Source: an optimization exercise on an open RTL-to-GDS flow (aim: small area and few clock cycles). Production flows keep margins and buffers that such runs may drop. Only simulation tests tie the RTL to the original design; equivalence was not proved.

== v45 ==
==> flow/design.v <==
package riscv_pkg;
	localparam int xlen    = 32;
	localparam int depth   = 4;                           
	localparam int iq_w    = 12 + 3 + 5 + xlen;           
endpackage
module op_queue #(
	parameter int width = riscv_pkg::iq_w
) (
	input  logic             clk,
	input  logic             rst_n,
	input  logic             push,
	input  logic [width-1:0] push_data,
	input  logic             pop,
	output logic [width-1:0] head,
	output logic             not_empty,
	output logic             empty_nx      
);
	logic [width-1:0] mem [4];
	logic [1:0]       rd_ptr;
	logic [2:0]       count;
	logic [1:0]       wr_ptr;
	logic [2:0]       count_nx;
	assign wr_ptr    = rd_ptr + count[1:0];
	assign head      = mem[rd_ptr];
	assign not_empty = (count != 3'd0);
	assign count_nx  = count + {2'b0, push} - {2'b0, pop};
	assign empty_nx  = (count_nx == 3'd0);
	always_ff @(posedge clk) begin
		if (push)
			mem[wr_ptr] <= push_data;
	end
	always_ff @(posedge clk or negedge rst_n) begin
		if (!rst_n) begin
			rd_ptr <= '0;
			count  <= '0;
		end else begin
			if (pop)
				rd_ptr <= rd_ptr + 2'd1;
			count <= count_nx;
		end
	end
endmodule
module r_type_alu (
	input  logic [31:0] a,          
	input  logic [31:0] b,          
	input  logic [2:0]  f3,         
	input  logic        i30,        
	input  logic        i25,        
	input  logic        is_i,       
	output logic [31:0] d
);
	logic        inv;
	logic [31:0] bb;
	logic [31:0] p;
	logic [31:0] g;
	logic [31:0] gg;
	logic [31:0] pp;
	logic [32:0] c;
	logic [31:0] sum;
	logic        lt;
	logic        ltu;
	logic        left;
	logic        fill;
	logic [31:0] sh [6];
	logic [31:0] shr;
	logic [31:0] shl;
	logic        legal;
	logic        s_add, s_sll, s_slt, s_sltu, s_xor, s_shr, s_or, s_and;
	assign inv = ~f3[2] & (f3[1] | (i30 & ~is_i));
	assign bb  = b ^ {32{inv}};
	assign p   = a ^ bb;
	assign g   = a & bb;
	always_comb begin
		gg    = g;
		pp    = p;
		gg[0] = g[0] | (p[0] & inv);
		for (int l = 0; l < 5; l++)
			for (int i = 0; i < 32; i++)
				if (((i + 1) % (1 << (l + 1))) == 0) begin
					gg[i] = gg[i] | (pp[i] & gg[i - (1 << l)]);
					pp[i] = pp[i] & pp[i - (1 << l)];
				end
		for (int l = 3; l >= 0; l--)
			for (int i = 0; i < 32; i++)
				if ((((i + 1) % (1 << (l + 1))) == (1 << l)) && (i >= (1 << (l + 1)))) begin
					gg[i] = gg[i] | (pp[i] & gg[i - (1 << l)]);
					pp[i] = pp[i] & pp[i - (1 << l)];
				end
	end
	assign c   = {gg, inv};
	assign sum = p ^ c[31:0];
	assign ltu = ~c[32];
	assign lt  = (a[31] ^ b[31]) ? a[31] : sum[31];
	assign left = ~f3[2];
	assign fill = i30 & a[31] & ~left;
	always_comb begin
		for (int k = 0; k < 32; k++)
			sh[0][k] = left ? a[31-k] : a[k];
		for (int s = 0; s < 5; s++)
			for (int k = 0; k < 32; k++)
				sh[s+1][k] = b[s] ? ((k + (1 << s) < 32) ? sh[s][k + (1 << s)] : fill) : sh[s][k];
		for (int k = 0; k < 32; k++)
			shl[k] = sh[5][31-k];
	end
	assign shr = sh[5];
	assign legal = is_i ? ~((f3 == 3'b001) & i30)
		: (~i25 & (~i30 | (f3 == 3'b000) | (f3 == 3'b101)));
	assign s_add  = legal & (f3 == 3'b000);
	assign s_sll  = legal & (f3 == 3'b001);
	assign s_slt  = legal & (f3 == 3'b010);
	assign s_sltu = legal & (f3 == 3'b011);
	assign s_xor  = legal & (f3 == 3'b100);
	assign s_shr  = legal & (f3 == 3'b101);
	assign s_or   = legal & (f3 == 3'b110);
	assign s_and  = legal & (f3 == 3'b111);
	assign d = ({32{s_add}} & sum) | ({32{s_sll}} & shl) | ({32{s_shr}} & shr)
		| ({32{s_xor}} & p) | ({32{s_or}} & (p | g)) | ({32{s_and}} & g)
		| {31'b0, (s_slt & lt) | (s_sltu & ltu)};
endmodule
module i_type_alu (
	input  logic [63:0]                 op,     
	output logic [riscv_pkg::iq_w-1:0] packed_op
);
	assign packed_op = {op[63:52], op[46:44], op[43:39], op[31:0]};
endmodule
module wb_arbiter (
	input  logic clk,
	input  logic rst_n,
	input  logic acc_r,         
	input  logic acc_i,         
	input  logic i_queued,      
	input  logic i_empty_nx,    
	output logic take_i,        
	output logic push_i,        
	output logic pop_i,         
	output logic r_credit,
	output logic i_credit,
	output logic wb_valid
);
	logic [2:0] owe_r;          
	logic [2:0] owe_r_acc;
	assign take_i   = ~acc_r & (acc_i | i_queued);
	assign pop_i    = ~acc_r & i_queued;
	assign push_i   = acc_i & (acc_r | i_queued);
	assign wb_valid = acc_r | take_i;
	assign i_credit  = take_i;
	assign owe_r_acc = owe_r + {2'b0, acc_r};
	assign r_credit  = (owe_r_acc != 3'd0) & (i_empty_nx | take_i);
	always_ff @(posedge clk or negedge rst_n) begin
		if (!rst_n)
			owe_r <= '0;
		else
			owe_r <= owe_r_acc - {2'b0, r_credit};
	end
endmodule
module exec_cluster (
	input  logic        clk,
	input  logic        rst_n,
	input  logic        r_valid,
	input  logic [95:0] r_op,
	output logic        r_credit,
	input  logic        i_valid,
	input  logic [63:0] i_op,
	output logic        i_credit,
	output logic        wb_valid,
	output logic [36:0] wb
);
	logic                       acc_r;
	logic                       acc_i;
	logic [riscv_pkg::iq_w-1:0] i_new;
	logic [riscv_pkg::iq_w-1:0] i_head;
	logic [riscv_pkg::iq_w-1:0] i_sel;
	logic                       i_queued;
	logic                       i_empty_nx;
	logic                       take_i;
	logic                       push_i;
	logic                       pop_i;
	logic [31:0]                a;
	logic [31:0]                b;
	logic [2:0]                 f3;
	logic                       i30;
	logic                       i25;
	logic [4:0]                 rd;
	logic [31:0]                d;
	logic                       wb_now;
	assign acc_r = r_valid & rst_n;
	assign acc_i = i_valid & rst_n;
	i_type_alu u_i_fields (
		.op        (i_op),
		.packed_op (i_new)
	);
	op_queue u_i_queue (
		.clk       (clk),
		.rst_n     (rst_n),
		.push      (push_i),
		.push_data (i_new),
		.pop       (pop_i),
		.head      (i_head),
		.not_empty (i_queued),
		.empty_nx  (i_empty_nx)
	);
	wb_arbiter u_arbiter (
		.clk        (clk),
		.rst_n      (rst_n),
		.acc_r      (acc_r),
		.acc_i      (acc_i),
		.i_queued   (i_queued),
		.i_empty_nx (i_empty_nx),
		.take_i     (take_i),
		.push_i     (push_i),
		.pop_i      (pop_i),
		.r_credit   (r_credit),
		.i_credit   (i_credit),
		.wb_valid   (wb_now)
	);
	assign i_sel = i_queued ? i_head : i_new;
	always_comb begin
		if (acc_r) begin
			a   = r_op[63:32];
			b   = r_op[31:0];
			f3  = r_op[78:76];
			i30 = r_op[94];
			i25 = r_op[89];
			rd  = r_op[75:71];
		end else begin
			a   = i_sel[31:0];
			b   = {{20{i_sel[51]}}, i_sel[51:40]};
			f3  = i_sel[39:37];
			i30 = i_sel[50];
			i25 = 1'b0;
			rd  = i_sel[36:32];
		end
	end
	r_type_alu u_alu (
		.a    (a),
		.b    (b),
		.f3   (f3),
		.i30  (i30),
		.i25  (i25),
		.is_i (~acc_r),
		.d    (d)
	);
	always_ff @(posedge clk or negedge rst_n) begin
		if (!rst_n)
			wb_valid <= 1'b0;
		else
			wb_valid <= wb_now;
	end
	always_ff @(posedge clk) begin
		wb <= {rd, d};
	end
endmodule
export LEC_CHECK = 0
export ABC_AREA = 1
export CAP_MARGIN = 20
export CORE_MARGIN = 2
export CORE_UTILIZATION = 50
export SLEW_MARGIN = 20
create_clock -name core_clock -period 6.0 [get_ports {clk}]
run.sh (not shown) runs the stock make flow with config.mk's settings and CLKGATE_MAP_FILE= SYNTH_SCRIPT=/design/flow/synth_recipe.tcl, a recipe that flattens the netlist after the stock synthesis.
Testbench counts of v45, summed over its fixed seeds: cycles 3,864.
Edits applied to the flow inputs when going from v45 to v50:
==> flow/flow/run.sh (new file) <==
#!/bin/bash
# Standard ORFS layout, with plain minimum-size buffers on the ports
# instead of the delay cells buffer_ports picks by default.
cp standard.sh standard_copy.txt
export BUFFER_PORTS_ARGS="-buffer_cell sky130_fd_sc_hd__buf_1"
bash standard.sh > standard.log 2>&1
==> flow/standard.sh (new file) <==
#!/bin/bash
# synth_recipe.tcl (not shown) runs the flow's synth.tcl, then flattens the netlist and writes it again
# the make line also repeats each setting of config.mk as NAME=value (left out here)
make -C /OpenROAD-flow-scripts/flow DESIGN_CONFIG=/design/flow/config.mk WORK_HOME=/design/flow/orfs CLKGATE_MAP_FILE= SYNTH_SCRIPT=/design/flow/synth_recipe.tcl "${@:-finish}"
removed: flow/run.sh
Results
- [compare] base=v45 new=v50: final-layout clock-cell area share saw an increase; maximum frequency increased 0.0077 GHz; number of nets in the final layout now smaller; utilization shrank by 4.6 points.
- Hold slack was lower in v50 than in v45.
- The detail-routed via count per cell reported for v50 is smaller than that of v45 by 0.028.
- The higher fraction of standard cell area in multi-input logic came out of v50.
- Between v50 and v45, the routed wire length does not differ in any meaningful way.
- Looking only at sequential share of layout area, and setting everything else aside, the higher value of v50 and v45 goes to v50.
The inputs of v44 differ from those of v50 as listed below.
Settings: an added CTS_BUF_LIST of sky130_fd_sc_hd__clkbuf_4 sky130_fd_sc_hd__clkbuf_8.
--- outcome ---
For minimum period implied by the final worst setup slack, v50 and v44 come out practically identical.
v50 -> v44: layout-stage area growth over the synthesis result flat
Changes observed in v44 relative to v50: final instance area closely matched the old numbers, worst setup slack level.

## static timing again, ports no longer ideal
No port has a modelled driver above. Below, the same layouts with a new extraction and two added sets of constraints. Step 1: set_driving_cell puts a clkbuf_16 on clk and a buf_2 on each other input, an assumption about the parent block. Step 2, shift: input delay + t, output delay - t, t = (earliest + latest rising clock arrival at the registers) / 2. This alone moves slack from input paths to output paths. Three values: ideal ports, drivers, drivers and shift; two values: the first two.
run	t (ns)	setup WS [ns]	worst data-port slew with drivers (ns)
v45	0.617	0.234 / 0.205 / -0.101	0.06
v50	0.615	0.477 / 0.504 / -0.110	0.09
v44	0.612	0.479 / 0.504 / -0.108	0.09
Met with ideal ports but missed after step 2: setup timing in every run listed.
